What follows belongs to an exercise in optimizing a design on an open flow for small area; a production flow would make more cautious choices. Only simulation tests tie the RTL to the original design; equivalence was not proved. No activity file was given, so power comes from the tool's default toggle rates.

==> indigo <==
## rs_top
module rs_top #(
    parameter int ALU_ENTRIES    = 8,
    parameter int MUL_ENTRIES    = 4,
    parameter int MEM_ENTRY_BITS = 4
) (
    input  logic                 clk,
    input  logic                 rst,
    input  logic                 dispatch_valid,
    input  rs_pkg::instr_class_t dispatch_class,
    input  rs_pkg::rob_order_t   dispatch_order,
    input  logic                 dispatch_rs1_used,
    input  logic                 dispatch_rs1_rdy,
    input  rs_pkg::phys_reg_t    dispatch_rs1_paddr,
    input  rs_pkg::word_t        dispatch_rs1_data,
    input  logic                 dispatch_rs2_used,
    input  logic                 dispatch_rs2_rdy,
    input  rs_pkg::phys_reg_t    dispatch_rs2_paddr,
    input  rs_pkg::word_t        dispatch_rs2_data,
    input  rs_pkg::ctrl_word_t   dispatch_ctrl,
    output logic                 stall,
    input  logic                 wb_valid,
    input  rs_pkg::phys_reg_t    wb_paddr,
    input  rs_pkg::word_t        wb_data,
    input  rs_pkg::rob_order_t   rob_head_order,
    input  logic                 alu_issue_req,
    output logic                 alu_issue_valid,
    output rs_pkg::rob_order_t   alu_issue_order,
    output rs_pkg::word_t        alu_issue_rs1_data,
    output rs_pkg::word_t        alu_issue_rs2_data,
    output rs_pkg::ctrl_word_t   alu_issue_ctrl,
  ...
clock: 7.0 ns
lec_check: 0
cap_margin: 20
core_margin: 2
core_utilization: 55
cts_buf_list: sky130_fd_sc_hd__clkbuf_8
cts_cluster_diameter: 50
cts_cluster_size: 14
slew_margin: 20
buffer_ports_args: -buffer_cell sky130_fd_sc_hd__buf_1
cts_args: -sink_clustering_enable -repair_clock_nets -sink_clustering_size 14 -sink_clustering_max_diameter 50 -buf_list sky130_fd_sc_hd__clkbuf_8 -dont_use_dummy_load
standard.sh (not shown) runs the stock make flow with config.mk's settings and CLKGATE_MAP_FILE= SYNTH_SCRIPT=/design/flow/synth_recipe.tcl, a recipe that flattens the netlist after the stock synthesis.
==> flow/flow/run.sh <==
#!/bin/bash
# Standard layout, with two changes: the port buffers are the smallest buffer
# (every port still gets one), and CTS inserts no dummy loads.
set -euo pipefail
cd "$(dirname "$0")/.."
{
  echo 'export BUFFER_PORTS_ARGS = -buffer_cell sky130_fd_sc_hd__buf_1'
  echo 'export CTS_ARGS = -sink_clustering_enable -repair_clock_nets -sink_clustering_size 14 -sink_clustering_max_diameter 50 -buf_list sky130_fd_sc_hd__clkbuf_8 -dont_use_dummy_load'
} >> config.mk
bash standard.sh > standard.log 2>&1
==> delta (differences from indigo) <==
--- a/flow/design.v
+++ b/flow/design.v
@@ -26,33 +26,35 @@
     input  rs_pkg::word_t        wb_data,
     input  logic                 alu_full,
     input  logic                 mul_full,
     input  logic                 mem_full,
     output logic                 alu_push,
     output logic                 mul_push,
     output logic                 mem_push,
     output logic                 push_w1,
+    output logic                 push_hit1,
     output rs_pkg::word_t        push_v1,
     output logic                 push_w2,
+    output logic                 push_hit2,
     output rs_pkg::word_t        push_v2,
     output logic                 stall
 );
     logic target_full;
     logic wait1, wait2, hit1, hit2;
     assign wait1 = rs1_used && !rs1_rdy;
     assign wait2 = rs2_used && !rs2_rdy;
     assign hit1  = wait1 && wb_valid && (rs1_paddr == wb_paddr);
     assign hit2  = wait2 && wb_valid && (rs2_paddr == wb_paddr);
-    assign push_w1 = wait1 && !hit1;
-    assign push_w2 = wait2 && !hit2;
-    assign push_v1[31:6] = hit1 ? wb_data[31:6] : rs1_data[31:6];
-    assign push_v2[31:6] = hit2 ? wb_data[31:6] : rs2_data[31:6];
-    assign push_v1[5:0]  = hit1 ? wb_data[5:0] : (wait1 ? rs1_paddr : rs1_data[5:0]);
-    assign push_v2[5:0]  = hit2 ? wb_data[5:0] : (wait2 ? rs2_paddr : rs2_data[5:0]);
+    assign push_w1   = wait1 && !hit1;
+    assign push_w2   = wait2 && !hit2;
+    assign push_hit1 = hit1;
+    assign push_hit2 = hit2;
+    assign push_v1   = {rs1_data[31:6], wait1 ? rs1_paddr : rs1_data[5:0]};
+    assign push_v2   = {rs2_data[31:6], wait2 ? rs2_paddr : rs2_data[5:0]};
     always_comb begin
         case (dispatch_class)
             rs_pkg::CLASS_ALU: target_full = alu_full;
             rs_pkg::CLASS_MUL: target_full = mul_full;
             rs_pkg::CLASS_MEM: target_full = mem_full;
             default:           target_full = 1'b0;
         endcase
     end
@@ -64,18 +66,20 @@
 `timescale 1ns/100ps
 module rs_unordered_station #(
     parameter int NUM_ENTRIES = 8
 ) (
     input  logic               clk,
     input  logic               rst,
     input  logic               push,
     input  logic               push_w1,
+    input  logic               push_hit1,
     input  rs_pkg::word_t      push_v1,
     input  logic               push_w2,
+    input  logic               push_hit2,
     input  rs_pkg::word_t      push_v2,
     input  rs_pkg::rob_order_t push_order,
     input  rs_pkg::ctrl_word_t push_ctrl,
     input  logic               wb_valid,
     input  rs_pkg::phys_reg_t  wb_paddr,
     input  rs_pkg::word_t      wb_data,
     output logic               full,
     input  logic               issue_req,
@@ -128,26 +132,28 @@
         if (rst) begin
             valid <= '0;
         end else begin
             valid <= (valid & ~(issue_sel & {NUM_ENTRIES{issue_req}}))
                    | (free_sel & {NUM_ENTRIES{push}});
         end
     end
     for (genvar i = 0; i < NUM_ENTRIES; i++) begin : g_entry
-        logic sp, sw1, sw2;
+        logic sp, sp1, sp2, sw1, sw2;
         assign sp  = push && (free_sel[i]);
-        assign sw1 = !sp && wake1[i];
-        assign sw2 = !sp && wake2[i];
+        assign sw1 = sp ? push_hit1 : wake1[i];
+        assign sw2 = sp ? push_hit2 : wake2[i];
+        assign sp1 = sp && !push_hit1;
+        assign sp2 = sp && !push_hit2;
         always_ff @(posedge clk) begin
-            if (sp || sw1) begin
-                nv1[i] <= ~(({32{sp}} | wb_data) & ({32{sw1}} | push_v1));
+            if (sp || wake1[i]) begin
+                nv1[i] <= ~(({32{sp1}} | wb_data) & ({32{sw1}} | push_v1));
             end
-            if (sp || sw2) begin
-                nv2[i] <= ~(({32{sp}} | wb_data) & ({32{sw2}} | push_v2));
+            if (sp || wake2[i]) begin
+                nv2[i] <= ~(({32{sp2}} | wb_data) & ({32{sw2}} | push_v2));
             end
             w1[i] <= sp ? push_w1 : (w1[i] && !wake1[i]);
             w2[i] <= sp ? push_w2 : (w2[i] && !wake2[i]);
             if (sp) begin
                 order[i] <= push_order;
                 ctrl[i]  <= push_ctrl;
             end
         end
@@ -156,18 +162,20 @@
 `timescale 1ns/100ps
 module rs_mem_queue #(
     parameter int ENTRY_BITS = 4
 ) (
     input  logic               clk,
     input  logic               rst,
     input  logic               push,
     input  logic               push_w1,
+    input  logic               push_hit1,
     input  rs_pkg::word_t      push_v1,
     input  logic               push_w2,
+    input  logic               push_hit2,
     input  rs_pkg::word_t      push_v2,
     input  rs_pkg::rob_order_t push_order,
     input  rs_pkg::ctrl_word_t push_ctrl,
     input  logic               wb_valid,
     input  rs_pkg::phys_reg_t  wb_paddr,
     input  rs_pkg::word_t      wb_data,
     input  rs_pkg::rob_order_t rob_head_order,
     output logic               full,
@@ -236,26 +244,28 @@
                 tail <= tail + ptr_t'(1);
             end
             if (do_issue) begin
                 head <= head + ptr_t'(1);
             end
         end
     end
     for (genvar i = 0; i < NUM_ENTRIES; i++) begin : g_entry
-        logic sp, sw1, sw2;
+        logic sp, sp1, sp2, sw1, sw2;
         assign sp  = push && (tail_idx == slot_t'(i));
-        assign sw1 = !sp && wake1[i];
-        assign sw2 = !sp && wake2[i];
+        assign sw1 = sp ? push_hit1 : wake1[i];
+        assign sw2 = sp ? push_hit2 : wake2[i];
+        assign sp1 = sp && !push_hit1;
+        assign sp2 = sp && !push_hit2;
         always_ff @(posedge clk) begin
-            if (sp || sw1) begin
-                nv1[i] <= ~(({32{sp}} | wb_data) & ({32{sw1}} | push_v1));
+            if (sp || wake1[i]) begin
+                nv1[i] <= ~(({32{sp1}} | wb_data) & ({32{sw1}} | push_v1));
             end
-            if (sp || sw2) begin
-                nv2[i] <= ~(({32{sp}} | wb_data) & ({32{sw2}} | push_v2));
+            if (sp || wake2[i]) begin
+                nv2[i] <= ~(({32{sp2}} | wb_data) & ({32{sw2}} | push_v2));
             end
             w1[i] <= sp ? push_w1 : (w1[i] && !wake1[i]);
             w2[i] <= sp ? push_w2 : (w2[i] && !wake2[i]);
             if (sp) begin
                 order[i] <= push_order;
                 ctrl[i]  <= push_ctrl;
             end
         end
@@ -302,17 +312,17 @@
     output logic                 mem_issue_valid,
     output rs_pkg::rob_order_t   mem_issue_order,
     output rs_pkg::word_t        mem_issue_rs1_data,
     output rs_pkg::word_t        mem_issue_rs2_data,
     output rs_pkg::ctrl_word_t   mem_issue_ctrl
 );
     logic          alu_push, mul_push, mem_push;
     logic          alu_full, mul_full, mem_full;
-    logic          push_w1, push_w2;
+    logic          push_w1, push_w2, push_hit1, push_hit2;
     rs_pkg::word_t push_v1, push_v2;
     rs_dispatch_router rs_dispatch_router_i (
         .dispatch_valid (dispatch_valid),
         .dispatch_class (dispatch_class),
         .rs1_used       (dispatch_rs1_used),
         .rs1_rdy        (dispatch_rs1_rdy),
         .rs1_paddr      (dispatch_rs1_paddr),
         .rs1_data       (dispatch_rs1_data),
@@ -325,28 +335,32 @@
         .wb_data        (wb_data),
         .alu_full       (alu_full),
         .mul_full       (mul_full),
         .mem_full       (mem_full),
         .alu_push       (alu_push),
         .mul_push       (mul_push),
         .mem_push       (mem_push),
         .push_w1        (push_w1),
+        .push_hit1      (push_hit1),
         .push_v1        (push_v1),
         .push_w2        (push_w2),
+        .push_hit2      (push_hit2),
         .push_v2        (push_v2),
         .stall          (stall)
     );
     rs_unordered_station #(.NUM_ENTRIES(ALU_ENTRIES)) alu_station_i (
         .clk            (clk),
         .rst            (rst),
         .push           (alu_push),
         .push_w1        (push_w1),
+        .push_hit1      (push_hit1),
         .push_v1        (push_v1),
         .push_w2        (push_w2),
+        .push_hit2      (push_hit2),
         .push_v2        (push_v2),
         .push_order     (dispatch_order),
         .push_ctrl      (dispatch_ctrl),
         .wb_valid       (wb_valid),
         .wb_paddr       (wb_paddr),
         .wb_data        (wb_data),
         .full           (alu_full),
         .issue_req      (alu_issue_req),
@@ -356,18 +370,20 @@
         .issue_rs2_data (alu_issue_rs2_data),
         .issue_ctrl     (alu_issue_ctrl)
     );
     rs_unordered_station #(.NUM_ENTRIES(MUL_ENTRIES)) mul_station_i (
         .clk            (clk),
         .rst            (rst),
         .push           (mul_push),
         .push_w1        (push_w1),
+        .push_hit1      (push_hit1),
         .push_v1        (push_v1),
         .push_w2        (push_w2),
+        .push_hit2      (push_hit2),
         .push_v2        (push_v2),
         .push_order     (dispatch_order),
         .push_ctrl      (dispatch_ctrl),
         .wb_valid       (wb_valid),
         .wb_paddr       (wb_paddr),
         .wb_data        (wb_data),
         .full           (mul_full),
         .issue_req      (mul_issue_req),
@@ -377,18 +393,20 @@
         .issue_rs2_data (mul_issue_rs2_data),
         .issue_ctrl     (mul_issue_ctrl)
     );
     rs_mem_queue #(.ENTRY_BITS(MEM_ENTRY_BITS)) mem_queue_i (
         .clk            (clk),
         .rst            (rst),
         .push           (mem_push),
         .push_w1        (push_w1),
+        .push_hit1      (push_hit1),
         .push_v1        (push_v1),
         .push_w2        (push_w2),
+        .push_hit2      (push_hit2),
         .push_v2        (push_v2),
         .push_order     (dispatch_order),
         .push_ctrl      (dispatch_ctrl),
         .wb_valid       (wb_valid),
         .wb_paddr       (wb_paddr),
         .wb_data        (wb_data),
         .rob_head_order (rob_head_order),
         .full           (mem_full),
==> flow/flow/run.sh (replaced) <==
#!/bin/bash
# Standard layout, with two changes: the port buffers are the smallest buffer
# (every port still gets one), and CTS inserts no dummy loads.
set -euo pipefail
cd "$(dirname "$0")/.."
{
  echo 'export BUFFER_PORTS_ARGS = -buffer_cell sky130_fd_sc_hd__buf_1'
  echo 'export CTS_ARGS = -sink_clustering_enable -repair_clock_nets -sink_clustering_size 15 -sink_clustering_max_diameter 60 -buf_list sky130_fd_sc_hd__clkbuf_8 -dont_use_dummy_load'
} >> config.mk
bash standard.sh > standard.log 2>&1
- CAP_MARGIN: 20 -> 3
- CTS_ARGS: -sink_clustering_enable -repair_clock_nets -sink_clustering_size 14 -sink_clustering_max_diameter 50 -buf_list sky130_fd_sc_hd__clkbuf_8 -dont_use_dummy_load -> -sink_clustering_enable -repair_clock_nets -sink_clustering_size 15 -sink_clustering_max_diameter 60 -buf_list sky130_fd_sc_hd__clkbuf_8 -dont_use_dummy_load
- CTS_CLUSTER_DIAMETER: 50 -> 60
- CTS_CLUSTER_SIZE: 14 -> 15
- SLEW_MARGIN: 20 -> 3
==> run summary <==
- delta completed and failed the layout checks on capacitance limit, slew limit. indigo passed the timing, DRC and antenna checks.
- Of delta and indigo, indigo has the higher combinational power (gap about 10%, measured against indigo).
- Against indigo, the clock skew of delta is lower by 0.0052 ns.
- Of indigo and delta, indigo has the higher area after synthesis (gap 0.74%, measured against delta).
- Between delta and indigo, the lower via count is in delta (gap 3.9%, measured against indigo).
- Non-clock buffer count: indigo is higher than delta (15).
- Of indigo and delta, indigo has the higher clock-buffer cell count (gap 73).
- Between indigo and delta, the lower first-iteration DRC count is in delta (gap 12%, measured against delta).

## afterwards: timing with drivers on the ports
In the flow no input, the clock included, has a driving cell. The finished layouts below were timed again as built, in two steps. Step 1: set_driving_cell puts a clkbuf_16 on clk and a buf_2 on each other input, an assumption about the parent block. Step 2 moves the port delays by t, midway between the first and last clock arrival at a register: inputs arrive t later, outputs are due t later. That takes back most of the time a late clock gives input paths. Three values: ideal ports, drivers, drivers and shift; two values: the first two.
run | t, ns | slack for setup (ns) | slew at the worst register clock pin (ns) | worst data-port slew with drivers (ns)
indigo | 1.200 | 0.639 / 0.532 / 1.625 | 0.11 / 0.11 | 0.20
delta | 1.106 | 0.620 / 0.532 / 1.333 | 0.11 / 0.11 | 0.16
